From an optimization exercise on the open Yosys and OpenROAD flow, aimed at small area and a short achievable clock period; shortcuts taken in it are not production practice. The RTL was checked by simulation tests, not by an equivalence proof against the original design. Power figures rest on the tool's default switching activity, not on a simulated workload.

$ cat design/flow/design.v
module regfile_sb #(
  parameter int XLEN     = 32,
  parameter int NREGS    = 32,
  parameter int NREAD    = 2,
  parameter int BYPASS   = 1,
  parameter int ZERO_REG = 1,
  localparam int AW      = $clog2(NREGS)
) (
  input  logic                  clk,
  input  logic                  rst_n,
  input  logic                  wr_en,
  input  logic [AW-1:0]         wr_addr,
  input  logic [XLEN-1:0]       wr_data,
  input  logic [NREAD*AW-1:0]   rd_addr,
  output logic [NREAD*XLEN-1:0] rd_data,
  output logic [NREAD-1:0]      rd_busy,
  input  logic                  sb_set,
  input  logic [AW-1:0]         sb_addr,
  input  logic                  flush,
  output logic [NREGS-1:0]      busy_vec,
  output logic [AW:0]           pend_cnt
);
  logic [XLEN-1:0]  data_q [1:NREGS-1];
  logic [NREGS-1:1] vld_q;
  logic [NREGS-1:1] busy_q;
  logic [AW:0]      cnt_q;
  logic [NREGS-1:1] we;
  logic [NREGS-1:1] set;
  always_comb begin
    for (int r = 1; r < NREGS; r++) begin
      we[r]  = wr_en && (wr_addr == AW'(r));
      set[r] = sb_set && (sb_addr == AW'(r));
    end
  end
  logic inc, dec;
  assign inc = |(set & ~busy_q);
  assign dec = |(we & busy_q & ~set);
  always_ff @(posedge clk) begin
    for (int r = 1; r < NREGS; r++) begin
      if (we[r]) data_q[r] <= wr_data;
    end
  end
  always_ff @(posedge clk or negedge rst_n) begin
    if (!rst_n) begin
      vld_q  <= '0;
      busy_q <= '0;
      cnt_q  <= '0;
    end else begin
      for (int r = 1; r < NREGS; r++) begin
        if (we[r]) vld_q[r] <= 1'b1;
        if (flush)       busy_q[r] <= 1'b0;
        else if (set[r]) busy_q[r] <= 1'b1;
        else if (we[r])  busy_q[r] <= 1'b0;
      end
      if (flush)            cnt_q <= '0;
      else if (inc && !dec) cnt_q <= cnt_q + 1'b1;
      else if (dec && !inc) cnt_q <= cnt_q - 1'b1;
    end
  end
  assign busy_vec = {busy_q, 1'b0};
  assign pend_cnt = cnt_q;
  localparam int NT = NREGS;             
  localparam int NG = (NT + 2) / 3;      
  for (genvar i = 0; i < NREAD; i++) begin : g_rd
    logic [AW-1:0]    a;
    logic             byp;
    logic [3:0]       pa;                
    logic [7:0]       pb;                
    logic [NREGS-1:1] hit;
    logic [NT-1:0]    sel;
    assign a   = rd_addr[i*AW +: AW];
    assign byp = wr_en && (wr_addr == a) && (a != '0);
    always_comb begin
      for (int k = 0; k < 4; k++) pa[k] = (a[1:0] == 2'(k));
      for (int k = 0; k < 8; k++) pb[k] = (a[4:2] == 3'(k)) && !byp;
      for (int r = 1; r < NREGS; r++) begin
        hit[r] = pa[r % 4] && pb[r / 4];
        sel[r] = hit[r] && vld_q[r];
      end
      sel[0] = byp;
    end
    assign rd_busy[i] = |(hit & busy_q);
    for (genvar b = 0; b < XLEN; b++) begin : g_bit
      logic [NT-1:0] t;
      logic [NG-1:0] g;
      logic [2:0]    n;
      assign t[0] = wr_data[b];
      for (genvar r = 1; r < NREGS; r++) begin : g_t
        assign t[r] = data_q[r][b];
      end
      for (genvar k = 0; k < NG; k++) begin : g_g
        if (3*k + 2 < NT) begin : g3
          rf_aoi222 u (.a1(sel[3*k]), .b1(t[3*k]), .a2(sel[3*k+1]), .b2(t[3*k+1]),
                       .a3(sel[3*k+2]), .b3(t[3*k+2]), .y(g[k]));
        end else begin : g2
          rf_aoi22 u (.a1(sel[3*k]), .b1(t[3*k]), .a2(sel[3*k+1]), .b2(t[3*k+1]), .y(g[k]));
        end
      end
      rf_nand4 u_n0 (.a(g[0]), .b(g[1]), .c(g[2]),  .d(g[3]), .y(n[0]));
      rf_nand4 u_n1 (.a(g[4]), .b(g[5]), .c(g[6]),  .d(g[7]), .y(n[1]));
      rf_nand3 u_n2 (.a(g[8]), .b(g[9]), .c(g[10]),            .y(n[2]));
      rf_or3   u_o  (.a(n[0]), .b(n[1]), .c(n[2]), .y(rd_data[i*XLEN + b]));
    end
  end
endmodule
module rf_aoi222 (input logic a1, b1, a2, b2, a3, b3, output logic y);
  assign y = ~((a1 & b1) | (a2 & b2) | (a3 & b3));
endmodule
module rf_aoi22 (input logic a1, b1, a2, b2, output logic y);
  assign y = ~((a1 & b1) | (a2 & b2));
endmodule
module rf_nand4 (input logic a, b, c, d, output logic y);
  assign y = ~(a & b & c & d);
endmodule
module rf_nand3 (input logic a, b, c, output logic y);
  assign y = ~(a & b & c);
endmodule
module rf_or3 (input logic a, b, c, output logic y);
  assign y = a | b | c;
endmodule
$ cat design/flow/constraint.sdc
create_clock -name core_clock -period 9.0 [get_ports {clk}]
set_input_delay 1.8000 -clock core_clock [delete_from_list [all_inputs] [get_ports {clk}]]
set_output_delay 1.8000 -clock core_clock [all_outputs]
set_load 0.01 [all_outputs]
$ cat design/flow/config.mk
export PLATFORM = sky130hd
export DESIGN_NAME = regfile_sb
export DESIGN_NICKNAME = regfile_sb
export VERILOG_FILES = /design/flow/design.v
export SDC_FILE = /design/flow/constraint.sdc
export NUM_CORES = 4
export LEC_CHECK = 0
export CAP_MARGIN = 20
export CORE_MARGIN = 2
export CORE_UTILIZATION = 30
export SLEW_MARGIN = 20
export SYNTH_HIERARCHICAL = 1
export SYNTH_MINIMUM_KEEP_SIZE = 0
$ cat design/flow/run.sh
#!/bin/bash
# synth_recipe.tcl (not shown) runs the flow's synth.tcl, then flattens the netlist and writes it again
# the make line also repeats each setting of config.mk as NAME=value (left out here)
make -C /OpenROAD-flow-scripts/flow DESIGN_CONFIG=/design/flow/config.mk WORK_HOME=/design/flow/orfs CLKGATE_MAP_FILE= SYNTH_SCRIPT=/design/flow/synth_recipe.tcl finish
==> results.cfg, run 1 <==
[yosys]
synth_compound_area_frac = 0.1865
async_flop_share = 0.06415
synth-seq-area-share = 0.7222
synth_area_leader_cell = edfxtp_1
synth_top_area_frac = 0.6831
muxShareOfSynthArea = 0.004648
synth_area_leaders = edfxtp_1 68%, a222oi_1 15%, dfrtp_1 3.9%
synth_warnings = 8
netlist_area_sq_mm = 0.04361
synthXorXnorAreaFrac = 0.002410
synth_nets = 2634
ys_seq_elements = 1060
synth_edf_count = 992
syn_area_per_cell_sq_um = 16.95
postSynthCellCount = 2572
synth-adder-area-share = 0.001607
synth_cell_type_count = 77
synth_ff_type = edfxtp_1
yosys.area_share.simple = 0.07592
synth_top_family_by_area = compound AO/OA/AOI/OAI gates

[drt]
via_count = 33310
ant_nets = 0
drt_first_pass_iters = 13
drtIter0Drc = 7703
drc_errors = 0
wl_per_cell_um = 35.02
routed_wl_um = 172400
vias_per_cell = 6.768

[worst_setup_path]
crit_fanout = 32
critPathBufInv = 2
path_common_cell = clkdlybuf4s50_1
cp-start-kind = input pin
cp-end-kind = primary output
critPathKind = in2out
crit_slowest_cell = nor4_1
critPathRequiredTime_ps = 7200
worstReg2RegStart = busy_q[21]
crit_arrival_ps = 6560
startpoint = rd_addr[8]
critPathTopFamily = simple AND/OR/NAND/NOR gates
crit_chain = clkdlybuf4s50_1 -> xor2_1 -> nor4_1 -> a21boi_1 -> and2_1 -> and3_2 -> a222oi_1 -> nand4_1 -> or3_1 -> clkdlybuf4s50_1
max_stage_delay_ps = 670

[floorplan]
fp-row-count = 139
ios = 161
die_w_um = 385.3
die-area_sq_mm = 0.1484
core_sq_mm = 0.1440
die_height_um = 385.3
initial_core_util = 0.3028

[global_routing]
met3_usage = 0.05220
met1_usage = 0.2748
overflow = 0
grt_max_degree = 69
busiest_layer = met2
grt_pass1_wl_um = 239700
first_global_vias = 32510
grt_usage = 0.2242
antenna_found_initial = 5
use_met2 = 0.3646

[clocking]
clk_latency_ps = 690
cts_sinks = 1060
clock_path_buffers = 3
ctsResizeCount = 0
cts_buffers = 103
clockRootBuffer = clkbuf_16
cts_tree = built
clk_pin_slew_ps = 60
cts_hold_buf = 0
htreeDepth = 3
post_cts_buffers = 0

[cells_and_area]
fill_cells = 13510
fin_nets = 2993
final-seq-area_sq_mm = 0.03149
instances_no_fill = 4922
syn_to_final_growth_pct = 19.73
final_common_cell = edfxtp_1
mostFrequentLayoutCells = 992 x edfxtp_1, 640 x a222oi_1, 154 x clkdlybuf4s50_1
multi_input_area_sq_mm = 0.01210
drive_above_1_share = 0.1620

[sta]
worstMarginPinSlew_ps = 1166
final.setup_skew_ps = 7.566
fmax_mhz = 119.7
fin_crit_sh = 0.9285
post-route-min-period_ps = 8356
rsz0062_at_grt = no
slew_headroom = 0.2225
tns_ps = 0
finalSetupViolations = 0
final_max_slew_viol_count = 0
finalHoldViolations = 0

[pwr]
p_leak_nw = 16.51
power.density_mw_per_mm2 = 205.6
max-vdd-ir-drop_mv = 0.1534

[placed_design]
gp_congestion = 0.9257
dp_hpwl_um = 101100
port_buffers = 159
dp.cells = 4729

[hold_path]
min-delay-start = vld_q[26]
hold_class = reg2reg

[run]
cap_violations = 0

[run_status]
status = complete, no violations
-- modules after synthesis, one instance, submodules excluded --
module	cells	cell area (sq um)
rf_or3	1	6.256
rf_aoi222	1	10.01
rf_aoi22	1	12.51
rf_nand4	1	6.256
regfile_sb	1612	34880
rf_nand3	1	5.005
-- worst register-to-register path, stage by stage, from the launching register on --
cell and delay [ps]:
dfrtp_1 510, or3_1 160, o21ai_0 80, a41o_1 250
or4_1 570, nor4_2 190, or3_1 420, ha_1 310
a21o_1 180, a21oi_1 250, o21bai_1 100, a21oi_1 260
nor4b_1 80, or4_1 520
-- synth_stat cells (all sizes together), types with 5 or more instances --
library cell    n
o31ai           5
or2            22
a22o            6
or3            68
nor3            7
dfrtp          68
a22oi          68
o2111ai         5
nand3          71
a21oi          38
xor2            9
nor2b           8
nand4         132
a221oi          7
mux2i           9
and2            8
and3           70
nand4b         10
edfxtp        992
a222oi        640
nor2           59
nand2b         20
nand2          56
and4b           6
nor4            7
o21ai          33
clkbuf         23
inv            22
buf            19
o22ai           6
mux2            6
a31oi           8
-- metal layers --
layer  vias to the layer above  share of wire
li1                      13050              -
met1                     16870           0.35
met2                      2818           0.47
met3                       568           0.12
met4                         6          0.057
met5                         -        0.00024
-- metrics by stage --
stage | hold WS, ps | total power [mW] | util | setup slack [ps] | instance area (sq um)
5_1_grt | 498.1 | 10.98 | 0.3625 | 495.1 | 52210
3_5_place_dp | 468.0 | 6.457 | 0.3393 | 722.4 | 48850
6_report | 489.6 | 10.73 | 0.3626 | 643.8 | 52210
3_3_place_gp | 461.9 | 6.448 | 0.3393 | 747.7 | 48850
4_1_cts | 481.4 | 10.73 | 0.3627 | 699.2 | 52230
2_1_floorplan | 440.3 | 5.969 | - | 2698 | 43610
-- where the power goes --
part	switching (mW)	internal [mW]	leakage, nW
registers	0.0655	5.49	9.80
logic	0.502	0.313	5.06
clock network	1.92	2.44	1.64
-- flip-flops by register name, indices dropped and copies added, names as in the netlist --
| signal | flops |
|---|---|
| busy_q | 31 |
| data_q | 992 |
| cnt_q | 6 |
| vld_q | 31 |
-- worst paths after layout --
path / endpoint / cells after the start / slack, ps
hold / removal: vld_q[26] / 1 / 490
max in group asynchronous: vld_q[3] / 2 / 7010
setup / recovery: rd_data[35] / 10 / 640
min in group asynchronous: busy_q[17] / 2 / 1320
setup reg to reg: cnt_q[5] / 13 / 4990
hold reg to reg: vld_q[26] / 1 / 490
-- cells by family (layout without fill, tap and decap cells) --
kind of cell / Yosys count / count (layout)
other cells: 1 / 2
mux: 17 / 17
compound gates: 845 / 845
xor+xnor: 12 / 12
simple gates: 567 / 567
fa+ha+maj: 5 / 5
flops: 1060 / 1060
buf+inv: 65 / 511
-- cell type report --
type                       instances  share of cell area
tap                             1903             0.04560
multi-input combinational       1447              0.2318
timing repair buffer             296             0.05306
clock inverter                    58             0.01150
inverter                          23            0.001678
sequential                      1060              0.6031
antenna                            1          0.00004793
clock buffer                     134             0.05313
==> inputs of run 2 (changes only) <==
--- a/design/flow/design.v
+++ b/design/flow/design.v
@@ -59,55 +59,48 @@
   end
   assign busy_vec = {busy_q, 1'b0};
   assign pend_cnt = cnt_q;
-  localparam int NT = NREGS;             
-  localparam int NG = (NT + 2) / 3;      
   for (genvar i = 0; i < NREAD; i++) begin : g_rd
     logic [AW-1:0]    a;
     logic             byp;
     logic [3:0]       pa;                
     logic [7:0]       pb;                
-    logic [NREGS-1:1] hit;
-    logic [NT-1:0]    sel;
+    logic [NREGS-1:1] sel;
     assign a   = rd_addr[i*AW +: AW];
     assign byp = wr_en && (wr_addr == a) && (a != '0);
-    always_comb begin
-      for (int k = 0; k < 4; k++) pa[k] = (a[1:0] == 2'(k));
-      for (int k = 0; k < 8; k++) pb[k] = (a[4:2] == 3'(k)) && !byp;
-      for (int r = 1; r < NREGS; r++) begin
-        hit[r] = pa[r % 4] && pb[r / 4];
-        sel[r] = hit[r] && vld_q[r];
+    for (genvar k = 0; k < 4; k++) begin : g_pa
+      assign pa[k] = (a[1:0] == 2'(k));
+    end
+    for (genvar k = 0; k < 8; k++) begin : g_pb
+      assign pb[k] = (a[4:2] == 3'(k));
+    end
+    for (genvar r = 1; r < NREGS; r++) begin : g_sel
+      rf_and3 u_s (.a(pa[r % 4]), .b(pb[r / 4]), .c(vld_q[r]),  .y(sel[r]));
+    end
+    assign rd_busy[i] = busy_vec[a] && !byp;
+    for (genvar b = 0; b < XLEN; b++) begin : g_bit
+      logic [10:0] g;
+      logic [2:0]  n;
+      for (genvar k = 0; k < 10; k++) begin : g_g
+        rf_aoi222 u (.a1(sel[3*k+1]), .b1(data_q[3*k+1][b]),
+                     .a2(sel[3*k+2]), .b2(data_q[3*k+2][b]),
+                     .a3(sel[3*k+3]), .b3(data_q[3*k+3][b]), .y(g[k]));
       end
-      sel[0] = byp;
-    end
-    assign rd_busy[i] = |(hit & busy_q);
-    for (genvar b = 0; b < XLEN; b++) begin : g_bit
-      logic [NT-1:0] t;
-      logic [NG-1:0] g;
-      logic [2:0]    n;
-      assign t[0] = wr_data[b];
-      for (genvar r = 1; r < NREGS; r++) begin : g_t
-        assign t[r] = data_q[r][b];
-      end
-      for (genvar k = 0; k < NG; k++) begin : g_g
-        if (3*k + 2 < NT) begin : g3
-          rf_aoi222 u (.a1(sel[3*k]), .b1(t[3*k]), .a2(sel[3*k+1]), .b2(t[3*k+1]),
-                       .a3(sel[3*k+2]), .b3(t[3*k+2]), .y(g[k]));
-        end else begin : g2
-          rf_aoi22 u (.a1(sel[3*k]), .b1(t[3*k]), .a2(sel[3*k+1]), .b2(t[3*k+1]), .y(g[k]));
-        end
-      end
+      rf_nand2 u_g10 (.a(sel[31]), .b(data_q[31][b]), .y(g[10]));
       rf_nand4 u_n0 (.a(g[0]), .b(g[1]), .c(g[2]),  .d(g[3]), .y(n[0]));
       rf_nand4 u_n1 (.a(g[4]), .b(g[5]), .c(g[6]),  .d(g[7]), .y(n[1]));
       rf_nand3 u_n2 (.a(g[8]), .b(g[9]), .c(g[10]),            .y(n[2]));
-      rf_or3   u_o  (.a(n[0]), .b(n[1]), .c(n[2]), .y(rd_data[i*XLEN + b]));
+      rf_out   u_o  (.n(n), .byp(byp), .wd(wr_data[b]), .y(rd_data[i*XLEN + b]));
     end
   end
 endmodule
 module rf_aoi222 (input logic a1, b1, a2, b2, a3, b3, output logic y);
   assign y = ~((a1 & b1) | (a2 & b2) | (a3 & b3));
 endmodule
-module rf_aoi22 (input logic a1, b1, a2, b2, output logic y);
-  assign y = ~((a1 & b1) | (a2 & b2));
+module rf_nand2 (input logic a, b, output logic y);
+  assign y = ~(a & b);
+endmodule
+module rf_and3 (input logic a, b, c, output logic y);
+  assign y = a & b & c;
 endmodule
 module rf_nand4 (input logic a, b, c, d, output logic y);
   assign y = ~(a & b & c & d);
@@ -115,6 +108,6 @@
 module rf_nand3 (input logic a, b, c, output logic y);
   assign y = ~(a & b & c);
 endmodule
-module rf_or3 (input logic a, b, c, output logic y);
-  assign y = a | b | c;
+module rf_out (input logic [2:0] n, input logic byp, wd, output logic y);
+  assign y = byp ? wd : |n;
 endmodule
--- a/design/flow/config.mk
+++ b/design/flow/config.mk
@@ -8,6 +8,7 @@
 export CAP_MARGIN = 20
 export CORE_MARGIN = 2
 export CORE_UTILIZATION = 30
+export SETUP_SLACK_MARGIN = 3
 export SLEW_MARGIN = 20
 export SYNTH_HIERARCHICAL = 1
 export SYNTH_MINIMUM_KEEP_SIZE = 0
==> run 2 against run 1 <==
Compared with the run above: still clean on timing, DRC and antenna; combinational power is about 30% higher; routed wire length is 12% higher; first-iteration DRC count is 32% higher.
==> results.cfg, run 2 <==
[cells_and_area]
final_common_cell = edfxtp_1
drive_above_1_share = 0.2764
mostFrequentLayoutCells = 992 x edfxtp_1, 640 x a222oi_1, 302 x buf_4
syn_to_final_growth_pct = 29.65
top_regs = data_q: 992 flops, busy_q: 31 flops, vld_q: 31 flops
max_flop_register = data_q
final_util = 0.3930
fin_nets = 3409
largest_reg_flops = 992

[clocking]
clockRootBuffer = clkbuf_16
clock_path_buffers = 3
cts_tree = built
cts_buffers = 103
htreeDepth = 3
clk_pin_slew_ps = 70
cts_sinks = 1060
clk_latency_ps = 680

[pwr]
p_leak_nw = 18.61
max-vdd-ir-drop_mv = 0.1499
power.density_mw_per_mm2 = 194.0

[drt]
wl_per_cell_um = 36.24
drt_first_pass_iters = 14
vias_per_cell = 6.919
routed_wl_um = 193600
drtIter0Drc = 10200
ant_nets = 0
drc_errors = 0
via_count = 36970

[yosys]
postSynthCellCount = 2676
synth_common_cells = 992 x edfxtp_1, 640 x a222oi_1, 131 x nand4_1
yosysMostFrequentCell = edfxtp_1
synth_area_leader_cell = edfxtp_1
synth_cell_type_count = 62
synth-seq-area-share = 0.7215
synth_top_area_frac = 0.6825
synth_edf_count = 992
ys_seq_elements = 1060
synth_warnings = 9
async_flop_share = 0.06415
syn_area_per_cell_sq_um = 16.31
synth_ff_type = edfxtp_1
synth_nets = 2738
synth_area_leaders = edfxtp_1 68%, a222oi_1 15%, dfrtp_1 3.9%
netlist_area_sq_mm = 0.04365

[sta]
hold_ws_ps = 505.5
slew_headroom = 0.3150
worstMarginPinSlew_ps = 1028
rsz0062_at_grt = yes
final_max_slew_viol_count = 0
final.setup_skew_ps = 3.249
finalHoldViolations = 0
post-route-min-period_ps = 6147
finalSetupViolations = 0
fmax_mhz = 162.7
fin_crit_sh = 0.6830
tns_ps = 0

[worst_setup_path]
critPathKind = in2out
crit_arrival_ps = 4350
regToRegEndpoint = cnt_q[5]
r2r_cells = 15
cp-end-kind = primary output
critPathRequiredTime_ps = 7200
reg2reg_slack_ps = 5400
cp-start-kind = input pin
worstReg2RegStart = busy_q[2]
crit_fanout = 6

[global_routing]
overflow = 0
grt_max_degree = 69
grt_usage = 0.2463
antenna_found_initial = 14
first_global_vias = 33650
grt_pass1_wl_um = 262500

[floorplan]
die_w_um = 385.4
die-area_sq_mm = 0.1486
ios = 161
core_sq_mm = 0.1440
die_height_um = 385.4
fp-row-count = 139
initial_core_util = 0.3031

[hold_path]
hold_depth = 1
min-delay-start = vld_q[26]
hold_class = reg2reg
hold_end = vld_q[26]

[run]
cap_violations = 0

[run_status]
status = complete, no violations

[placed_design]
port_buffers = 159
gp_congestion = 0.9123
dp_hpwl_um = 95910
run 2: per-layer routing:
metal  wire [um]  part of all wire  track usage  up-vias
met2       78750              0.41       0.3539     3933
met1       66640              0.34       0.3251    18180
met3       36260              0.19       0.1052      804
met4       11720             0.060      0.09915       20
met5         292            0.0015     0.008122        -
li1            -                 -            -    14040
run 2: logic make-up after synthesis:
group / Yosys count / synth area share
DFF: 1060 / 0.7215
AOI/OAI and AO/OA: 843 / 0.1751
and+or+nand+nor: 585 / 0.07519
buffers and inverters: 149 / 0.01473
muxes: 22 / 0.009632
xor gates and xnor gates: 11 / 0.002207
adders and majority gates: 5 / 0.001605
other: 1 / 0.00008591
run 2: worst max path at each step:
stage / from / endpoint / slack, ps / depth (start not counted)
5_1_grt: rd_addr[8] / rd_data[40] / 2880 / 12
3_3_place_gp: rd_addr[4] / rd_data[3] / 1290 / 9
6_report: rd_addr[6] / rd_data[37] / 2850 / 11
3_5_place_dp: rd_addr[9] / rd_data[32] / 1270 / 9
4_1_cts: rd_addr[8] / rd_data[60] / 3000 / 13
2_1_floorplan: rd_addr[5] / rd_data[32] / 3030 / 6
run 2: timing repair:
| action | in CTS | in global routing |
|---|---|---|
| hold buffers | 0 | 0 |
| buffers inserted | 228 | 36 |
| gates cloned | 54 | 3 |
| endpoints found under the hold margin | 0 | 0 |
| pin swaps | 369 | 126 |
| setup endpoints to repair | 66 | 58 |
| gates resized for setup | 602 | 81 |
run 2: power by group:
part           leakage [nW]  total, mW  switching (mW)  internal, mW
Combinational          7.23       1.06           0.679         0.384
Clock                  1.58       4.30            1.94          2.36
Sequential             9.80       5.62           0.135          5.48
run 2: Yosys stat by module (local to each module, per instance):
| module | cell area [sq um] | flops+latches | times used | cells |
|---|---|---|---|---|
| regfile_sb | 34530 | 1060 | 1 | 1526 |
| rf_and3 | 6.256 | 0 | 62 | 1 |
| rf_aoi222 | 10.01 | 0 | 640 | 1 |
| rf_nand2 | 3.754 | 0 | 64 | 1 |
| rf_nand3 | 5.005 | 0 | 64 | 1 |
| rf_nand4 | 6.256 | 0 | 128 | 1 |
| rf_out | 15.01 | 0 | 64 | 3 |
run 2: stage by stage:
stage	power [mW]	cells	instance area [sq um]	worst slack [ps]
2_1_floorplan	5.984	2676	43660	3029
3_3_place_gp	6.490	4823	48710	1293
3_5_place_dp	6.501	4824	48720	1267
4_1_cts	10.88	5298	55990	2997
5_1_grt	11.18	5337	56570	2878
6_report	10.98	5344	56590	2853
run 2: final cells by class:
cell class | instances | area (sq um)
fill | 13100 | 87410
clock inverter | 55 | 493.0
sequential | 1060 | 31490
tap | 1903 | 2381
inverter | 91 | 347.8
timing repair buffer | 576 | 5619
antenna | 7 | 17.52
multi-input combinational | 1515 | 13450
clock buffer | 137 | 2788
run 2: critical path: stages:
cell and delay [ps]:
buf_6 100, buf_12 130, nor2b_4 190, buf_12 180, and3_4 240, buf_6 140, a222oi_1 460, nand4_1 400
nor4_4 420, a21oi_2 110, buf_2 160
==> inputs of run 3 (changes only) <==
==> design/flow/flow/run.sh (new file) <==
#!/bin/bash
# Layout flow: the standard flow (standard.sh), unchanged synthesis, then the rest of the
# standard flow with two settings changed:
#  - port buffers are buf_2 (buffer_ports' own default pick is a slow delay cell);
#  - the resizer does not use the delay cells (clkdlybuf4s*, dlygate*, dlymetal*).
# Each step's full output is in synth.log and layout.log here, and ORFS's own logs in orfs/logs.
set -euo pipefail
bash standard.sh synth > synth.log 2>&1
export BUFFER_PORTS_ARGS="-buffer_cell sky130_fd_sc_hd__buf_2"
export DONT_USE_CELLS="sky130_fd_sc_hd__clkdlybuf4s15_1 sky130_fd_sc_hd__clkdlybuf4s15_2 sky130_fd_sc_hd__clkdlybuf4s18_1 sky130_fd_sc_hd__clkdlybuf4s18_2 sky130_fd_sc_hd__clkdlybuf4s25_1 sky130_fd_sc_hd__clkdlybuf4s25_2 sky130_fd_sc_hd__clkdlybuf4s50_1 sky130_fd_sc_hd__clkdlybuf4s50_2 sky130_fd_sc_hd__dlygate4sd1_1 sky130_fd_sc_hd__dlygate4sd2_1 sky130_fd_sc_hd__dlygate4sd3_1 sky130_fd_sc_hd__dlymetal6s2s_1 sky130_fd_sc_hd__dlymetal6s4s_1 sky130_fd_sc_hd__dlymetal6s6s_1 "
bash standard.sh > layout.log 2>&1
==> design/flow/standard.sh (new file) <==
#!/bin/bash
# synth_recipe.tcl (not shown) runs the flow's synth.tcl, then flattens the netlist and writes it again
# the make line also repeats each setting of config.mk as NAME=value (left out here)
make -C /OpenROAD-flow-scripts/flow DESIGN_CONFIG=/design/flow/config.mk WORK_HOME=/design/flow/orfs CLKGATE_MAP_FILE= SYNTH_SCRIPT=/design/flow/synth_recipe.tcl "${@:-finish}"
--- a/design/flow/config.mk
+++ b/design/flow/config.mk
@@ -7,7 +7,9 @@
 export LEC_CHECK = 0
 export CAP_MARGIN = 20
 export CORE_MARGIN = 2
-export CORE_UTILIZATION = 30
+export CORE_UTILIZATION = 60
+export CTS_CLUSTER_DIAMETER = 100
+export CTS_CLUSTER_SIZE = 20
 export SETUP_SLACK_MARGIN = 3
 export SLEW_MARGIN = 20
 export SYNTH_HIERARCHICAL = 1
removed: design/flow/run.sh
==> run 3 against run 2 <==
Compared with the run above: critical path type unchanged; largest cell class unchanged; core utilization rose by 29 points; global-route usage up 17 points; sequential power shrank 1%; first-iteration DRC count shrank 16%.
==> results.cfg, run 3 <==
[drt]
drc_errors = 0
drtIter0Drc = 8567
routed_wl_um = 158600
vias_per_cell = 8.438
drt_first_pass_iters = 14
ant_nets = 0
via_count = 33370
wl_per_cell_um = 40.12

[floorplan]
fp-row-count = 98
die-area_sq_mm = 0.07492
ios = 161
core_sq_mm = 0.07173
initial_core_util = 0.6085
die_height_um = 273.7
die_w_um = 273.7

[sta]
finalSetupViolations = 0
post-route-min-period_ps = 6092
rsz0062_at_grt = yes
worstMarginPinSlew_ps = 1006
final.setup_skew_ps = 13.05
final_max_slew_viol_count = 0
fin_crit_sh = 0.6769
slew_headroom = 0.3121
tns_ps = 0
fmax_mhz = 164.1
finalHoldViolations = 0

[worst_setup_path]
cp-end-kind = primary output
critPathKind = in2out
crit_slowest_cell = nor4_1
worstReg2RegStart = busy_q[10]
crit_arrival_ps = 4290
crit_end = rd_data[9]
crit_fanout = 25
startpoint = rd_addr[3]
critPathRequiredTime_ps = 7200
regToRegEndpoint = cnt_q[5]
critPathBufInv = 3
reg2reg_slack_ps = 5010
critPathTopFamily = simple AND/OR/NAND/NOR gates
crit_chain = buf_4 -> nand2b_4 -> nor2_1 -> and3_2 -> buf_8 -> a222oi_1 -> nand4_1 -> nor4_1 -> a21oi_2 -> buf_2
worst-path-stages = 10
cp-start-kind = input pin
max_stage_delay_ps = 440
r2r_cells = 15

[yosys]
synth_area_leaders = edfxtp_1 68%, a222oi_1 15%, dfrtp_1 3.9%
synth_warnings = 9
synth_common_cells = 992 x edfxtp_1, 640 x a222oi_1, 131 x nand4_1
synth_nets = 2738
synth_area_leader_cell = edfxtp_1
postSynthCellCount = 2676
netlist_area_sq_mm = 0.04365
synth_top_area_frac = 0.6825
yosysMostFrequentCell = edfxtp_1
async_flop_share = 0.06415
synth_ff_type = edfxtp_1
synth_cell_type_count = 62
syn_area_per_cell_sq_um = 16.31
synth_edf_count = 992
ys_seq_elements = 1060
synth-seq-area-share = 0.7215

[placed_design]
gp_congestion = 1.026
port_buffers = 159
dp_hpwl_um = 91590
placed_cell_area_sq_mm = 0.04641

[clocking]
clock_path_buffers = 3
cts_sinks = 1060
cts_hold_buf = 0
clk_pin_slew_ps = 90
htreeDepth = 2
cts_buffers = 59
clockRootBuffer = clkbuf_16
cts_tree = built
clk_latency_ps = 680

[global_routing]
grt_pass1_wl_um = 221800
grt_max_degree = 69
overflow = 0
first_global_vias = 32150
antenna_found_initial = 1
grt_usage = 0.4137

[cells_and_area]
fin_nets = 3040
final_common_cell = edfxtp_1
largest_reg_flops = 992
top_regs = data_q: 992 flops, busy_q: 31 flops, vld_q: 31 flops
finalInstanceArea_sq_mm = 0.04921
antenna_cells = 0
mostFrequentLayoutCells = 992 x edfxtp_1, 640 x a222oi_1, 148 x buf_2
syn_to_final_growth_pct = 12.75
max_flop_register = data_q
fill_cells = 4849
drive_above_1_share = 0.1851

[pwr]
max-vdd-ir-drop_mv = 0.1665
p_leak_nw = 15.95
power.density_mw_per_mm2 = 186.3
report.power.total_mw = 9.169

[run_status]
status = complete, no violations

[run]
cap_violations = 0

[hold_path]
hold_class = reg2reg
-- run 3: kinds of logic (layout without fill, tap and decap cells) --
group	count (synthesis)	after routing	share of synthesized area
xor+xnor	11	11	0.002207
flops	1060	1060	0.7215
simple gates	585	586	0.07519
other cells	1	1	0.00008591
compound gates	843	843	0.1751
mux	22	22	0.009632
fa+ha+maj	5	5	0.001605
buf+inv	149	476	0.01473
-- run 3: timing repair --
action | CTS | global route
resized for setup | 156 | 75
hold endpoints to repair | 0 | 0
setup endpoints to repair | 64 | 63
setup buffers | 4 | 21
cloned | 1 | 3
pin swaps | 66 | 64
-- run 3: metrics by stage --
step                setup WS, ps  utilization  std cells  hold WS, ps
floorplan                   3029            -       2676        447.9
global placement            2011       0.6470       3838        459.8
detailed placement          2016       0.6470       3838        465.1
CTS                         2984       0.6785       3930        486.2
global route                2940       0.6861       3954        501.3
finish                      2908       0.6861       3954        486.3
-- run 3: worst min-delay path by stage --
stage | endpoint | cells past startpoint | slack (ps) | from
floorplan | vld_q[10] | 1 | 450 | vld_q[10]
global placement | vld_q[28] | 1 | 460 | vld_q[28]
detailed placement | vld_q[23] | 1 | 470 | vld_q[23]
CTS | vld_q[5] | 1 | 490 | vld_q[5]
global route | vld_q[29] | 1 | 500 | vld_q[29]
finish | vld_q[5] | 1 | 490 | vld_q[5]
-- run 3: power by group --
part | total [mW] | internal, mW | leakage [nW] | switching (mW)
Sequential | 5.54 | 5.48 | 9.80 | 0.0618
Combinational | 0.812 | 0.260 | 5.35 | 0.553
Clock | 2.82 | 1.25 | 0.799 | 1.56
-- run 3: area by class of cell --
cell class,instances,area (sq um),share of cell area
inverter,91,341.6,0.006941
clock buffer,82,1584,0.03219
timing repair buffer,298,2212,0.04495
clock inverter,5,75.07,0.001525
multi-input combinational,1468,12320,0.2504
tap,950,1189,0.02415
sequential,1060,31490,0.6399
-- run 3: per-module statistics from Yosys (local to each module, per instance) --
module      flip-flops and latches  area, sq um  cells  times used
rf_out                           0        15.01      3          64
rf_nand4                         0        6.256      1         128
rf_nand2                         0        3.754      1          64
rf_and3                          0        6.256      1          62
rf_nand3                         0        5.005      1          64
regfile_sb                    1060        34530   1526           1
rf_aoi222                        0        10.01      1         640
-- run 3: metal layers --
layer	GRT usage	vias up	part of all wire
met5	0	-	0
met4	0.2436	0	0.071
met3	0.08982	578	0.16
met2	0.6295	3490	0.45
met1	0.5543	16200	0.32
li1	-	13090	-
==> inputs of run 4 (changes only) <==
--- a/design/flow/design.v
+++ b/design/flow/design.v
@@ -62,19 +62,15 @@
   for (genvar i = 0; i < NREAD; i++) begin : g_rd
     logic [AW-1:0]    a;
     logic             byp;
-    logic [3:0]       pa;                
     logic [7:0]       pb;                
     logic [NREGS-1:1] sel;
     assign a   = rd_addr[i*AW +: AW];
     assign byp = wr_en && (wr_addr == a) && (a != '0);
-    for (genvar k = 0; k < 4; k++) begin : g_pa
-      assign pa[k] = (a[1:0] == 2'(k));
-    end
     for (genvar k = 0; k < 8; k++) begin : g_pb
-      assign pb[k] = (a[4:2] == 3'(k));
+      rf_dec3 #(.V(k)) u_pb (.a(a[4:2]), .y(pb[k]));
     end
     for (genvar r = 1; r < NREGS; r++) begin : g_sel
-      rf_and3 u_s (.a(pa[r % 4]), .b(pb[r / 4]), .c(vld_q[r]),  .y(sel[r]));
+      rf_sel #(.V(r % 4)) u_s (.a(a[1:0]), .p(pb[r / 4]), .v(vld_q[r]), .y(sel[r]));
     end
     assign rd_busy[i] = busy_vec[a] && !byp;
     for (genvar b = 0; b < XLEN; b++) begin : g_bit
@@ -99,8 +95,11 @@
 module rf_nand2 (input logic a, b, output logic y);
   assign y = ~(a & b);
 endmodule
-module rf_and3 (input logic a, b, c, output logic y);
-  assign y = a & b & c;
+module rf_dec3 #(parameter int V = 0) (input logic [2:0] a, output logic y);
+  assign y = (a == 3'(V));
+endmodule
+module rf_sel #(parameter int V = 0) (input logic [1:0] a, input logic p, v, output logic y);
+  assign y = (a == 2'(V)) && p && v;
 endmodule
 module rf_nand4 (input logic a, b, c, d, output logic y);
   assign y = ~(a & b & c & d);
--- a/design/flow/config.mk
+++ b/design/flow/config.mk
@@ -8,8 +8,9 @@
 export CAP_MARGIN = 20
 export CORE_MARGIN = 2
 export CORE_UTILIZATION = 60
-export CTS_CLUSTER_DIAMETER = 100
-export CTS_CLUSTER_SIZE = 20
+export CTS_BUF_LIST = sky130_fd_sc_hd__clkbuf_8
+export CTS_CLUSTER_DIAMETER = 80
+export CTS_CLUSTER_SIZE = 14
 export SETUP_SLACK_MARGIN = 3
 export SLEW_MARGIN = 20
 export SYNTH_HIERARCHICAL = 1
==> run 4 against run 3 <==
Compared with the run above: sequential cell count did not move; via count grew 0.49%; synthesized cell count down 0.93%; worst hold slack better by 14 ps; cell count grew 0.86%; routed wire length up 2.0%; register-to-register slack about the same.
==> results.cfg, run 4 <==
[pwr]
p_sw_mw = 2.199
p_int_mw = 6.671
p_leak_nw = 16.03
max-vdd-ir-drop_mv = 0.1332
p_seq_frac = 0.626
power.density_mw_per_mm2 = 180.8
combPwrFrac = 0.094
p_sw_frac = 0.2479
p_clk_frac = 0.280

[worst_setup_path]
max_stage_delay_ps = 740
crit_chain = buf_4 -> nor3b_2 -> and4bb_4 -> a222oi_1 -> nand4_1 -> nor4_1 -> a21oi_1 -> buf_2
critPathRequiredTime_ps = 7200
crit_fanout = 32
crit_arrival_ps = 4360
cp-end-kind = primary output
critPathKind = in2out
cp-start-kind = input pin
crit_slowest_cell = and4bb_4
reg2reg_slack_ps = 5010

[clocking]
clk_latency_ps = 730
clock_path_buffers = 3
cts_sinks = 1060
htreeDepth = 3
cts_tree = built
cts_hold_buf = 0
cts_buffers = 86
clockRootBuffer = clkbuf_8
clk_pin_slew_ps = 90

[yosys]
synth_warnings = 9
yosysMostFrequentCell = edfxtp_1
synth_nets = 2713
synth_edf_count = 992
synth_area_leaders = edfxtp_1 68%, a222oi_1 15%, dfrtp_1 3.9%
synth_common_cells = 992 x edfxtp_1, 640 x a222oi_1, 135 x nand4_1
synth_cell_type_count = 73
async_flop_share = 0.06415
postSynthCellCount = 2651
synth_ff_type = edfxtp_1
synth-seq-area-share = 0.7171
syn_area_per_cell_sq_um = 16.56
synth_area_leader_cell = edfxtp_1
synth_top_area_frac = 0.6784
ys_seq_elements = 1060
netlist_area_sq_mm = 0.04391

[cells_and_area]
final_common_cell = edfxtp_1
fill_cells = 4956
top_regs = data_q: 992 flops, busy_q: 31 flops, vld_q: 31 flops
mostFrequentLayoutCells = 992 x edfxtp_1, 640 x a222oi_1, 148 x buf_2
fin_nets = 3051
syn_to_final_growth_pct = 11.72
largest_reg_flops = 992
max_flop_register = data_q
drive_above_1_share = 0.1745

[global_routing]
overflow = 0
grt_pass1_wl_um = 220900
grt_usage = 0.4098
grt_max_degree = 69
first_global_vias = 32210
antenna_found_initial = 7

[hold_path]
hold_class = reg2reg

[sta]
final_max_slew_viol_count = 0
fmax_mhz = 162.4
post-route-min-period_ps = 6157
worstMarginPinSlew_ps = 1173
final.setup_skew_ps = 35.98
fin_crit_sh = 0.6841
hold_ws_ps = 499.9
setup_slack_ps = 2843
finalSetupViolations = 0
tns_ps = 0
rsz0062_at_grt = yes
slew_headroom = 0.1981
finalHoldViolations = 0

[floorplan]
ios = 161
die_height_um = 274.5
die-area_sq_mm = 0.07536
fp-row-count = 99
initial_core_util = 0.6039
die_w_um = 274.5
core_sq_mm = 0.07271

[drt]
drt_first_pass_iters = 15
routed_wl_um = 161800
vias_per_cell = 8.408
wl_per_cell_um = 40.57
via_count = 33530
drc_errors = 0
drtIter0Drc = 8575
ant_nets = 0

[placed_design]
pre_cts_slack_ps = 2283
port_buffers = 159
dp_hpwl_um = 89980
gp_congestion = 1.007

[run_status]
status = complete, no violations

[run]
cap_violations = 0
[run 4: changes by cell type after synthesis, moves of 9 or more]
cell / previous run / this run
a2111oi_0: 19 / 9
a21oi_1: 109 / 92
a22oi_1: 0 / 13
and3_1: 66 / 4
and4_1: 1 / 20
and4b_1: 4 / 37
and4bb_2: 1 / 15
clkbuf_1: 27 / 15
nand2_1: 101 / 115
nand2b_1: 4 / 18
nand3_1: 81 / 72
or2_2: 32 / 18
[run 4: worst paths after layout]
| check | from | to | cells after the start |
|---|---|---|---|
| worst max-delay path | rd_addr[4] | rd_data[5] | 8 |
| worst max register to register | busy_q[12] | cnt_q[5] | 14 |
| worst min-delay path | vld_q[3] | vld_q[3] | 1 |
| worst min register to register | vld_q[3] | vld_q[3] | 1 |
| max in group asynchronous | rst_n | busy_q[24] | 1 |
| min in group asynchronous | rst_n | busy_q[11] | 1 |
[run 4: power by group through the flow]
stage	logic (mW)	clock network, mW	registers [mW]
floorplan	0.361	0	5.64
global route	0.860	2.66	5.56
CTS	0.767	2.48	5.54
finish	0.830	2.49	5.55
global placement	0.739	0	5.64
detailed placement	0.756	0	5.65
[run 4: cell type report]
type | instances | area (sq um) | area share
repair buffers | 279 | 2097 | 0.04275
clock inverters | 38 | 215.2 | 0.004387
inverters | 92 | 345.3 | 0.007039
flip-flops and latches | 1060 | 31490 | 0.6419
diodes | 3 | 7.507 | 0.0001530
clock buffers | 87 | 1197 | 0.02441
multi-input cells | 1470 | 12510 | 0.2549
well taps | 959 | 1200 | 0.02446
[run 4: critical path, delay by kind of cell]
family                 cells  cell delay (ps)
AO/OA/AOI/OAI              2              680
buffers and inverters      2              440
AND/OR/NAND/NOR            4             1410
[run 4: cells by family after synthesis]
kind of cell,Yosys count,share of synthesized area
AO/OA/AOI/OAI,816,0.1701
XOR/XNOR,12,0.002565
adder cells (fa/ha/maj),5,0.001596
buffers and inverters,129,0.01205
flip-flops,1060,0.7171
multiplexers,31,0.01262
other,1,0.00008540
AND/OR/NAND/NOR,597,0.08380
[run 4: repair_timing]
action                                 in CTS  in global routing
pin swaps                                  32                123
buffers inserted                            2                 26
resized for setup                          59                111
cloned                                      1                 10
setup endpoints to repair                  64                 61
endpoints found under the hold margin       0                  0
[run 4: per-layer routing]
metal,track usage,vias up,part of all wire
met2,0.6190,3478,0.44
met3,0.1012,651,0.16
met4,0.2726,6,0.078
met1,0.5318,16220,0.32
li1,-,13180,-
met5,0.001253,-,0.00021
[run 4: metrics by stage]
step | instances | power (mW) | instance area (sq um) | util
finish | 3988 | 8.870 | 49060 | 0.6747
global route | 3987 | 9.079 | 49060 | 0.6747
CTS | 3949 | 8.789 | 48190 | 0.6627
detailed placement | 3821 | 6.406 | 46550 | 0.6402
global placement | 3821 | 6.382 | 46550 | 0.6402
floorplan | 2651 | 5.997 | 43920 | -
[run 4: Yosys stat by module, one instance, submodules excluded, a selection]
module / cell area (sq um) / times used / cells inside
rf_nand3: 5.005 / 64 / 1
regfile_sb: 34390 / 1 / 1485
rf_out: 15.01 / 64 / 3
rf_aoi222: 10.01 / 640 / 1
rf_nand4: 6.256 / 128 / 1
rf_nand2: 3.754 / 64 / 1
==> inputs of run 5 (changes only) <==
--- a/design/flow/design.v
+++ b/design/flow/design.v
@@ -35,10 +35,16 @@
   logic inc, dec;
   assign inc = |(set & ~busy_q);
   assign dec = |(we & busy_q & ~set);
+  logic [XLEN-1:0]  data_d [1:NREGS-1];
+  logic [NREGS-1:1] we_n;
+  assign we_n = ~we;
+  for (genvar r = 1; r < NREGS; r++) begin : g_wr
+    for (genvar b = 0; b < XLEN; b++) begin : g_b
+      rf_ao22 u_m (.a1(we[r]), .b1(wr_data[b]), .a2(we_n[r]), .b2(data_q[r][b]), .y(data_d[r][b]));
+    end
+  end
   always_ff @(posedge clk) begin
-    for (int r = 1; r < NREGS; r++) begin
-      if (we[r]) data_q[r] <= wr_data;
-    end
+    for (int r = 1; r < NREGS; r++) data_q[r] <= data_d[r];
   end
   always_ff @(posedge clk or negedge rst_n) begin
     if (!rst_n) begin
@@ -92,6 +98,9 @@
 module rf_aoi222 (input logic a1, b1, a2, b2, a3, b3, output logic y);
   assign y = ~((a1 & b1) | (a2 & b2) | (a3 & b3));
 endmodule
+module rf_ao22 (input logic a1, b1, a2, b2, output logic y);
+  assign y = (a1 & b1) | (a2 & b2);
+endmodule
 module rf_nand2 (input logic a, b, output logic y);
   assign y = ~(a & b);
 endmodule
==> run 5 against run 4 <==
Compared with the run above: sequential share of layout area decreased by 20 points; global-route usage up 12 points; sequential power is 15% higher; clock skew decreased by 22 ps; fmax down 5.4%; synthesized cell count grew 37%; still clean on timing, DRC and antenna.
==> results.cfg, run 5 <==
[placed_design]
placed_cell_area_sq_mm = 0.04552
gp_congestion = 1.060
port_buffers = 159
dp.cells = 4835
dp_hpwl_um = 113500

[cells_and_area]
fin_nets = 4157
syn_to_final_growth_pct = 14.82
instances_no_fill = 5061
fill_cells = 5258
mostFrequentLayoutCells = 992 x a22o_1, 992 x dfxtp_1, 640 x a222oi_1
drive_above_1_share = 0.1564
max_flop_register = data_q
finalInstanceArea_sq_mm = 0.04897
multi_input_area_sq_mm = 0.02107
largest_reg_flops = 992
top_regs = data_q: 992 flops, busy_q: 31 flops, vld_q: 31 flops
final-seq-area_sq_mm = 0.02156

[worst_setup_path]
crit_fanout = 16
max_stage_delay_ps = 850
critPathRequiredTime_ps = 7200
crit_arrival_ps = 4710
regToRegEndpoint = cnt_q[5]
reg2reg_slack_ps = 5330
worstReg2RegStart = busy_q[13]
r2r_cells = 14
cp-start-kind = input pin
crit_chain = buf_16 -> nor3b_4 -> and4bb_2 -> a222oi_1 -> nand4_1 -> nor4_1 -> a21oi_1 -> buf_2
critPathKind = in2out
cp-end-kind = primary output
startpoint = rd_addr[2]
crit_end = rd_data[9]
crit_slowest_cell = and4bb_2

[global_routing]
grt_max_degree = 69
grt_pass1_wl_um = 289900
first_global_vias = 43450
antenna_found_initial = 8
overflow = 0
grt_usage = 0.5281

[yosys]
ys_seq_elements = 1060
synth_ff_type = dfxtp_1
synth_top_area_frac = 0.4656
synth_nets = 3705
netlist_area_sq_mm = 0.04265
async_flop_share = 0.06415
synth_cell_type_count = 69
synth_area_leader_cell = dfxtp_1
synth-seq-area-share = 0.5055
synth_common_cells = 992 x a22o_1, 992 x dfxtp_1, 640 x a222oi_1
postSynthCellCount = 3643
synth_edf_count = 0
syn_area_per_cell_sq_um = 11.71
synth_warnings = 10
synth_area_leaders = dfxtp_1 47%, a22o_1 20%, a222oi_1 15%

[pwr]
max-vdd-ir-drop_mv = 0.1693
p_sw_mw = 3.234
p_sw_frac = 0.3055
p_int_mw = 7.353
p_seq_frac = 0.605
combPwrFrac = 0.157
p_leak_nw = 20.36
p_clk_frac = 0.238
power.density_mw_per_mm2 = 216.2

[floorplan]
die_w_um = 270.6
die-area_sq_mm = 0.07323
fp-row-count = 97
initial_core_util = 0.6080
die_height_um = 270.6
core_sq_mm = 0.07015
ios = 161

[sta]
slew_headroom = 0.1931
post-route-min-period_ps = 6505
final.setup_skew_ps = 14.46
fin_crit_sh = 0.7228
tns_ps = 0
fmax_mhz = 153.7
finalHoldViolations = 0
finalSetupViolations = 0
rsz0062_at_grt = yes
worstMarginPinSlew_ps = 1210
final_max_slew_viol_count = 0

[drt]
m1WireLength_um = 68090
via_count = 46350
wl_met3_um = 41710
routed_wl_um = 214700
vias_per_cell = 9.158
drt_first_pass_iters = 17
ant_nets = 0
drtIter0Drc = 13400
highest_layer = met5
wl_per_cell_um = 42.41
drc_errors = 0
met2_length_um = 81960

[hold_path]
hold_class = reg2reg

[run]
cap_violations = 0

[clocking]
cts_sinks = 1060
clk_pin_slew_ps = 100
htreeDepth = 3
clockRootBuffer = clkbuf_8
cts_hold_buf = 0
cts_tree = built
clock_path_buffers = 3
cts_buffers = 86
clk_latency_ps = 750

[run_status]
status = complete, no violations
[run 5: changes by cell type in the layout (fill, tap and decap cells not counted), moves of 12 or more]
cell	previous run	this run
nor2_1	24	48
nand2_1	115	94
nand2b_1	18	31
a22o_1	0	992
edfxtp_1	992	0
dfxtp_1	0	992
or2_2	18	4
o21ai_0	27	12
buf_4	84	165
nor3_1	4	16
clkinv_1	14	0
buf_12	17	32
nor2_4	22	3
[run 5: cell families (layout without fill, tap and decap cells)]
logic type                 after synthesis  after routing  synth area share
AOI/OAI and AO/OA                     1789           1789            0.3768
DFF                                   1060           1060            0.5055
and+or+nand+nor                        609            618           0.08775
buffers and inverters                  138            598           0.01276
muxes                                   29             29           0.01256
xor gates and xnor gates                12             12          0.002904
adders and majority gates                5              5          0.001643
other                                    1             10        0.00008793
[run 5: per-module statistics from Yosys, one instance, submodules excluded, excerpt]
module / flip-flops and latches / times used
rf_out: 0 / 64
rf_nand4: 0 / 128
regfile_sb: 1060 / 1
rf_aoi222: 0 / 640
rf_nand2: 0 / 64
rf_nand3: 0 / 64
rf_ao22: 0 / 992
[run 5: area by class of cell]
class	count	area share
Antenna cell	9	0.0004599
Clock buffer	88	0.02473
Clock inverter	17	0.002300
Inverter	102	0.007818
Multi-Input combinational cell	2454	0.4302
Sequential cell	1060	0.4403
Tap cell	940	0.02402
Timing Repair Buffer	391	0.07019
[run 5: how the worst min path moves through the flow]
stage	from	endpoint	slack [ps]	cells past startpoint
floorplan	vld_q[12]	vld_q[12]	440	1
global placement	vld_q[12]	vld_q[12]	460	1
detailed placement	vld_q[16]	vld_q[16]	460	1
CTS	vld_q[16]	vld_q[16]	490	1
global route	data_q[25][21]	data_q[25][21]	510	1
finish	vld_q[16]	vld_q[16]	500	1
[run 5: power groups by stage]
stage          Combinational, mW  Sequential (mW)  Clock, mW
5_1_grt                     1.73             6.47       2.64
2_1_floorplan               1.02             6.21          0
3_5_place_dp                1.51             6.42          0
6_report                    1.67             6.40       2.52
3_3_place_gp                1.45             6.34          0
4_1_cts                     1.53             6.33       2.46
[run 5: per-layer routing]
metal | up-vias | GRT usage
li1 | 17380 | -
met1 | 21900 | 0.6450
met2 | 5442 | 0.7292
met3 | 1620 | 0.2324
met4 | 8 | 0.3965
met5 | - | 0.01513
[run 5: worst max-delay path: cells and delay by family]
kind	cells	cell delay [ps]
and+or+nand+nor	4	1760
AOI/OAI and AO/OA	2	710
buffers and inverters	2	390
[run 5: timing repair]
item / CTS / global route
hold endpoints to repair: 0 / 0
setup buffers: 3 / 86
endpoints found under the setup margin: 64 / 61
pin swaps: 44 / 102
gates resized for setup: 67 / 182
cloned: 0 / 23
[run 5: through the flow]
| step | total power, mW | util | setup WS [ps] | hold slack [ps] |
|---|---|---|---|---|
| floorplan | 7.231 | - | 2987 | 440.9 |
| global placement | 7.785 | 0.6489 | 2453 | 455.5 |
| detailed placement | 7.930 | 0.6489 | 2368 | 464.0 |
| CTS | 10.32 | 0.6715 | 2953 | 494.7 |
| global route | 10.84 | 0.6979 | 2680 | 514.9 |
| finish | 10.59 | 0.6981 | 2495 | 501.5 |
==> inputs of run 6 (changes only) <==
--- a/design/flow/config.mk
+++ b/design/flow/config.mk
@@ -7,7 +7,7 @@
 export LEC_CHECK = 0
 export CAP_MARGIN = 20
 export CORE_MARGIN = 2
-export CORE_UTILIZATION = 60
+export CORE_UTILIZATION = 45
 export CTS_BUF_LIST = sky130_fd_sc_hd__clkbuf_8
 export CTS_CLUSTER_DIAMETER = 80
 export CTS_CLUSTER_SIZE = 14
==> run 6 against run 5 <==
Compared with the run above: still clean; sequential power about the same; cell count up 4.4%; via count down 7.0%; area after synthesis unchanged; critical endpoint is now rd_data[49]; largest power group unchanged; highest routed layer unchanged.
==> results.cfg, run 6 <==
[run_status]
status = complete, no violations

[worst_setup_path]
r2r_cells = 14
cp-start-kind = input pin
worstReg2RegStart = busy_q[13]
cp-end-kind = primary output
critPathRequiredTime_ps = 7200
regToRegEndpoint = cnt_q[5]
crit_fanout = 16
reg2reg_slack_ps = 5370
critPathKind = in2out
crit_arrival_ps = 4370

[cells_and_area]
largest_reg_flops = 992
mostFrequentLayoutCells = 992 x a22o_1, 992 x dfxtp_1, 640 x a222oi_1
fill_cells = 8372
top_regs = data_q: 992 flops, busy_q: 31 flops, vld_q: 31 flops
fin_nets = 4076
syn_to_final_growth_pct = 14.03
multi_input_area_sq_mm = 0.02140
finalInstanceArea_sq_mm = 0.04863
instances_no_fill = 5286
drive_above_1_share = 0.1529
final-seq-area_sq_mm = 0.02156
max_flop_register = data_q

[sta]
setup_slack_ps = 2835
finalHoldViolations = 0
worstMarginPinSlew_ps = 1263
fin_crit_sh = 0.6850
fmax_mhz = 162.2
slew_headroom = 0.1567
final_max_slew_viol_count = 0
tns_ps = 0
finalSetupViolations = 0
post-route-min-period_ps = 6165
rsz0062_at_grt = yes
final.setup_skew_ps = 20.90

[global_routing]
grt_usage = 0.3977
grt_pass1_wl_um = 287500
antenna_found_initial = 4
overflow = 0
grt_max_degree = 69
first_global_vias = 39780

[yosys]
synth_area_leader_cell = dfxtp_1
synth_cell_type_count = 69
synth_nets = 3705
ys_seq_elements = 1060
synth_common_cells = 992 x a22o_1, 992 x dfxtp_1, 640 x a222oi_1
synth_edf_count = 0
synth_area_leaders = dfxtp_1 47%, a22o_1 20%, a222oi_1 15%
syn_area_per_cell_sq_um = 11.71
netlist_area_sq_mm = 0.04265
synth_top_area_frac = 0.4656
synth-seq-area-share = 0.5055
async_flop_share = 0.06415
synth_warnings = 10
synth_ff_type = dfxtp_1
postSynthCellCount = 3643

[floorplan]
ios = 161
die-area_sq_mm = 0.09725
fp-row-count = 112
core_sq_mm = 0.09361
die_w_um = 311.9
die_height_um = 311.9
initial_core_util = 0.4556

[hold_path]
hold_depth = 1
hold_class = reg2reg
min-delay-start = vld_q[14]
hold_end = vld_q[14]

[drt]
wl_per_cell_um = 39.53
vias_per_cell = 8.152
drtIter0Drc = 10180
via_count = 43090
ant_nets = 0
routed_wl_um = 209000
drc_errors = 0
drt_first_pass_iters = 15

[placed_design]
dp.cells = 5111
port_buffers = 159
dp_hpwl_um = 110600
gp_congestion = 0.9473
placed_cell_area_sq_mm = 0.04572
pre_cts_slack_ps = 2365

[pwr]
power.density_mw_per_mm2 = 216.5
p_leak_nw = 19.86
max-vdd-ir-drop_mv = 0.1155

[clocking]
clockRootBuffer = clkbuf_8
cts_buffers = 86
clk_latency_ps = 780
clock_path_buffers = 3
clk_pin_slew_ps = 100
cts_sinks = 1060
htreeDepth = 3
cts_tree = built

[run]
cap_violations = 0
## run 6: worst max path at each step
stage                     startpoint     endpoint  slack, ps  cells after the start
after floorplan                wr_en     cnt_q[5]       2990                     16
after global placement    rd_addr[2]  rd_data[12]       2350                      9
after detailed placement  rd_addr[2]  rd_data[12]       2360                      9
after CTS                 rd_addr[2]  rd_data[12]       2940                      9
after global routing      rd_addr[3]  rd_data[19]       2910                      9
final                     rd_addr[8]  rd_data[49]       2830                      9
## run 6: layer usage
metal	part of all wire	global-route usage	up-vias	wire (um)
met2	0.39	0.5394	4206	81400
met3	0.16	0.1260	833	33990
met1	0.37	0.5434	20830	78060
met5	0.000043	0	-	9
li1	-	-	17220	-
met4	0.074	0.2488	2	15500
## run 6: what timing repair did
action,4_1_cts,5_1_grt
setup endpoints to repair,64,62
hold buffers,0,0
cloned,6,18
hold endpoints to repair,0,0
resized for setup,125,58
setup buffers,6,39
pin swaps,57,43
## run 6: cell type report
class / instances / area share
Antenna cell: 2 / 0.0001029
Clock buffer: 90 / 0.02547
Clock inverter: 14 / 0.001595
Inverter: 102 / 0.007873
Multi-Input combinational cell: 2460 / 0.4400
Sequential cell: 1060 / 0.4433
Tap cell: 1254 / 0.03226
Timing Repair Buffer: 304 / 0.04940
## run 6: power by group
part	switching (mW)	internal, mW	total, mW
Combinational	0.774	0.837	1.61
Sequential	0.753	5.61	6.37
Clock	1.65	0.906	2.55
Total	3.17	7.36	10.5
## run 6: kinds of logic after synthesis
| group | share of synthesized area |
|---|---|
| AOI/OAI and AO/OA | 0.3768 |
| DFF | 0.5055 |
| and+or+nand+nor | 0.08775 |
| buffers and inverters | 0.01276 |
| muxes | 0.01256 |
| xor gates and xnor gates | 0.002904 |
| adders and majority gates | 0.001643 |
| other | 0.00008793 |
## run 6: modules after synthesis, one instance, submodules excluded, a selection
module | copies in the design | cell area (sq um) | flops+latches | cells inside
rf_nand3 | 64 | 5.005 | 0 | 1
rf_out | 64 | 15.01 | 0 | 3
rf_nand2 | 64 | 3.754 | 0 | 1
rf_nand4 | 128 | 6.256 | 0 | 1
rf_ao22 | 992 | 8.758 | 0 | 1
rf_aoi222 | 640 | 10.01 | 0 | 1
regfile_sb | 1 | 24440 | 1060 | 1485
## run 6: through the flow
step	util	power, mW	hold WS, ps
after floorplan	-	7.231	440.9
after global placement	0.4884	7.848	460.0
after detailed placement	0.4884	7.886	461.5
after CTS	0.5091	10.40	492.6
after global routing	0.5195	10.89	516.6
final	0.5195	10.53	499.8
## run 6: critical path, stage by stage
cell	delay, ps
buf_12	120
buf_4	140
nor3b_4	500
and4b_2	770
a222oi_1	210
nand4_1	390
nor4_2	70
a21oi_1	180
buf_2	160

-- what the ideal ports hide --
In the flow no input, the clock included, has a driving cell. The finished layouts below were timed again as built, in two steps.
Step 1: set_driving_cell puts a clkbuf_16 on clk and a buf_2 on each other input, an assumption about the parent block.
Step 2 also shifts input and output timing later by t, the mid clock arrival at the registers, as if the neighbouring blocks saw the same clock.
Slacks: ideal ports / drivers / drivers and shift; pairs: ideal ports / drivers.
run	t, ns	slack for setup (ns)	worst setup path after step 2	latest minus earliest clock arrival (ns)	worst register clock-pin slew, ns
run 1	0.769	0.644 / 0.614 / 0.614	input to output	0.067 / 0.066	0.07 / 0.07
run 2	0.786	2.853 / 2.794 / 2.469	input to register	0.074 / 0.075	0.07 / 0.07
run 3	0.734	2.908 / 2.880 / 2.846	input to register	0.039 / 0.039	0.09 / 0.09
run 4	0.790	2.843 / 2.819 / 2.819	input to output	0.050 / 0.050	0.11 / 0.11
run 5	0.816	2.495 / 2.435 / 2.435	input to output	0.052 / 0.052	0.11 / 0.11
run 6	0.839	2.835 / 2.736 / 2.736	input to output	0.045 / 0.045	0.11 / 0.11
After both steps every run listed still meets setup and hold. The setup slack of run 2, which loses most, moves by -0.059 ns with the drivers and by -0.384 ns with both steps.
